Source: an optimization exercise on an open RTL-to-GDS flow (aim: a short achievable clock period and few clock cycles). Production flows keep margins and buffers that such runs may drop. No activity file was given, so power comes from the tool's default toggle rates.

// lc3b_pipeline
module lc3b_pipeline
#(
    parameter logic [15:0] RESET_PC = 16'h0000
)
(
    input  logic        clk,
    input  logic        rst,
    output logic        imem_read,
    output logic [15:0] imem_address,
    input  logic        imem_resp,
    input  logic [15:0] imem_rdata,
    output logic        dmem_read,
    output logic        dmem_write,
    output logic [15:0] dmem_address,
    output logic [15:0] dmem_wdata,
    output logic [1:0]  dmem_byte_enable,
    input  logic        dmem_resp,
    input  logic [15:0] dmem_rdata
);
For scale: ~2,100 cells after synthesis.
Settings: LEC_CHECK=0, ABC_CLOCK_PERIOD_IN_PS=2000, CAP_MARGIN=20, CORE_MARGIN=2, CORE_UTILIZATION=40, SETUP_SLACK_MARGIN=2.5, SLEW_MARGIN=20, SYNTH_HIERARCHICAL=1, SYNTH_MINIMUM_KEEP_SIZE=0; clock period 4.5 ns.
standard.sh (not shown) runs the stock make flow with config.mk's settings and CLKGATE_MAP_FILE= SYNTH_SCRIPT=/design/flow/synth_recipe.tcl, a recipe that flattens the netlist after the stock synthesis.
==> flow/flow/run.sh <==
#!/bin/bash
# Standard layout with these changes: ports buffered with buf_4 instead of the
# smallest buffer; the resizer free to change a cell's footprint; adders left
# to ABC as plain logic instead of full/half-adder cells; and a few slow
# gates (majority, and the 3x2 AND-OR-invert that comes in one size) kept out of the
# combinational logic, on top of the platform's own don't-use list.
set -euo pipefail
PLATFORM_DONT_USE="sky130_fd_sc_hd__probe_p_8 sky130_fd_sc_hd__probec_p_8 sky130_fd_sc_hd__lpflow_bleeder_1 sky130_fd_sc_hd__lpflow_clkbufkapwr_1 sky130_fd_sc_hd__lpflow_clkbufkapwr_16 sky130_fd_sc_hd__lpflow_clkbufkapwr_2 sky130_fd_sc_hd__lpflow_clkbufkapwr_4 sky130_fd_sc_hd__lpflow_clkbufkapwr_8 sky130_fd_sc_hd__lpflow_clkinvkapwr_1 sky130_fd_sc_hd__lpflow_clkinvkapwr_16 sky130_fd_sc_hd__lpflow_clkinvkapwr_2 sky130_fd_sc_hd__lpflow_clkinvkapwr_4 sky130_fd_sc_hd__lpflow_clkinvkapwr_8 sky130_fd_sc_hd__lpflow_decapkapwr_12 sky130_fd_sc_hd__lpflow_decapkapwr_3 sky130_fd_sc_hd__lpflow_decapkapwr_4 sky130_fd_sc_hd__lpflow_decapkapwr_6 sky130_fd_sc_hd__lpflow_decapkapwr_8 sky130_fd_sc_hd__lpflow_inputiso0n_1 sky130_fd_sc_hd__lpflow_inputiso0p_1 sky130_fd_sc_hd__lpflow_inputiso1n_1 sky130_fd_sc_hd__lpflow_inputiso1p_1 sky130_fd_sc_hd__lpflow_inputisolatch_1 sky130_fd_sc_hd__lpflow_isobufsrc_1 sky130_fd_sc_hd__lpflow_isobufsrc_16 sky130_fd_sc_hd__lpflow_isobufsrc_2 sky130_fd_sc_hd__lpflow_isobufsrc_4 sky130_fd_sc_hd__lpflow_isobufsrc_8 sky130_fd_sc_hd__lpflow_isobufsrckapwr_16 sky130_fd_sc_hd__lpflow_lsbuf_lh_hl_isowell_tap_1 sky130_fd_sc_hd__lpflow_lsbuf_lh_hl_isowell_tap_2 sky130_fd_sc_hd__lpflow_lsbuf_lh_hl_isowell_tap_4 sky130_fd_sc_hd__lpflow_lsbuf_lh_isowell_4 sky130_fd_sc_hd__lpflow_lsbuf_lh_isowell_tap_1 sky130_fd_sc_hd__lpflow_lsbuf_lh_isowell_tap_2 sky130_fd_sc_hd__lpflow_lsbuf_lh_isowell_tap_4"
SLOW="sky130_fd_sc_hd__maj3_1 sky130_fd_sc_hd__maj3_2 sky130_fd_sc_hd__maj3_4 sky130_fd_sc_hd__a222oi_1"
bash standard.sh "BUFFER_PORTS_ARGS=-buffer_cell sky130_fd_sc_hd__buf_4" MATCH_CELL_FOOTPRINT=0 ADDER_MAP_FILE= \
    "DONT_USE_CELLS=$PLATFORM_DONT_USE $SLOW" finish > make_finish.log 2>&1
Next try:
--- a/flow/design.v
+++ b/flow/design.v
@@ -122,12 +122,14 @@
         sum_zero = ~|(t ^ c);
     endfunction
     function automatic logic [2:0] flags(input logic [15:0] v);
         flags = v[15] ? 3'b100 : (v == 16'h0000) ? 3'b010 : 3'b001;
     endfunction
     logic [15:0] pc_f;
+    logic [15:2] pc_hi;
+    logic        pc_1, pc1_en;
     logic        ird;
     logic        d_v;
     logic [15:0] d_ir;
     logic [15:0] d_pc, d_pcn;
     logic [15:0] d_tgt;
     logic [8:0]  d_tlo;
@@ -219,47 +221,63 @@
     logic [3:0]  f_op;
     logic [15:0] pcn_f, f_next;
     logic [8:0]  t_f;
     logic [9:0]  cy_f;
     logic        cross_f;
     logic [8:0]  lo0_f, lo1_f;
+    logic [15:0] pcq0, pcq1, pc_n;
     logic [15:0] pc_alt, pc_replay;
     logic        pred_f, f_take0, f_take;
+    assign pc_f         = {pc_hi, pc_1, RESET_PC[0]};
     assign imem_read    = ird;
     assign imem_address = pc_f;
     assign f_op         = imem_rdata[15:12];
     assign pcn_f        = pc_f + 16'd2;
     assign cy_f         = carries_ci9(pc_f[9:1], imem_rdata[8:0]);
     assign t_f          = pc_f[9:1] ^ imem_rdata[8:0];
     assign cross_f      = cy_f[9] ^ imem_rdata[8];
     assign lo0_f        = pred_f ? t_f : pcn_f[9:1];
     assign lo1_f        = pred_f ? ~t_f : pcn_f[9:1];
     assign f_next       = {pred_f ? pc_f[15:10] : pcn_f[15:10],
                            (cy_f[8:0] & lo1_f) | (~cy_f[8:0] & lo0_f), pc_f[0]};
+    assign pcq0 = stall_m ? pc_replay : e_redirect ? e_alt :
+                  f_take0 ? {f_next[15:10], lo0_f, f_next[0]} : pc_alt;
+    assign pcq1 = stall_m ? pc_replay : e_redirect ? e_alt :
+                  f_take0 ? {f_next[15:10], lo1_f, f_next[0]} : pc_alt;
+    assign pc_n = {pcq0[15:10], (cy_f[8:1] & pcq1[9:2]) | (~cy_f[8:1] & pcq0[9:2]), pcq1[1], pcq0[0]};
     assign pc_alt       = d_redirect ? d_tgt : pc_f;
     assign pc_replay    = e_v ? e_pc : d_v ? d_pc : pc_f;
     assign pred_f       = (f_op == 4'b0000) & (imem_rdata[11:9] != 3'b000) &
                           (imem_rdata[8] | (imem_rdata[11:9] == 3'b111));
     assign f_take0      = imem_resp & d_free & ~d_redirect;
     assign f_take       = f_take0 & ~e_redirect;
     always_ff @(posedge clk)
     begin
         if (rst)
         begin
-            pc_f <= RESET_PC;
-            d_v  <= 1'b0;
+            pc_hi <= RESET_PC[15:2];
+            d_v   <= 1'b0;
         end
         else
         begin
-            pc_f <= stall_m ? pc_replay : e_redirect ? e_alt : f_take0 ? f_next : pc_alt;
+            pc_hi <= pc_n[15:2];
             if (stall_m)
                 d_v <= 1'b0;
             else if (d_free | e_redirect)
                 d_v <= f_take;
         end
     end
+    assign pc1_en = stall_m ? (e_v | d_v) : (e_redirect | f_take0 | d_redirect);
+    always_ff @(posedge clk)
+    begin
+        if (rst)
+            pc_1 <= RESET_PC[1];
+        else if (pc1_en)
+            pc_1 <= stall_m ? (e_v ? e_pc[1] : d_pc[1]) : e_redirect ? e_alt[1] :
+                    f_take0 ? f_next[1] : d_tgt[1];
+    end
     always_ff @(posedge clk)
     begin
         ird <= ~rst;
     end
     assign lu_f = d_ld & ~stall_m & d_go & ~e_redirect &
                   ((((f_op == 4'b0001) | (f_op == 4'b0101) | (f_op == 4'b1001) | (f_op == 4'b0110) |
Outcome: Hold slack hardly moves. Critical path depth is lower by 2. Final area is about the same. Worst setup slack is better by 0.064 ns. Routed wire length rose by 1.9%. Synthesized area shrinks by 0.59%. Count of clock-buffer cells in the layout climbs by 1. First-iteration DRC count increases by 15%. Die area falls by 0.58%. Clock skew came out higher by 0.0055 ns. Total power drops by 6.9%. Cell count increases by 0.87%. Via count rises by 1.9%. Maximum frequency is higher by 2.6%.
No functional check of the RTL was part of any run of this note.

re-timing with driven ports:
Ports are ideal in the flow. The routed layouts listed here were re-timed in OpenROAD.
Step 1: set_driving_cell puts a clkbuf_16 on clk and a buf_2 on each other input, an assumption about the parent block.
Step 2 also shifts input and output timing later by t, the mid clock arrival at the registers, as if the neighbouring blocks saw the same clock.
Slacks: ideal / step 1 / step 2; pairs: ideal / step 1.
run | t (ns) | setup WS [ns] | worst register clock-pin slew, ns | pins driven straight from the clock port
the first run | 0.610 | 1.955 / 1.955 / 1.689 | 0.07 / 0.07 | 1
the second run | 0.615 | 2.020 / 2.020 / 1.585 | 0.07 / 0.07 | 1
After both steps every run listed still meets setup and hold. The setup slack of the second run, which loses most, moves by 0.000 ns with the drivers and by -0.435 ns with both steps.
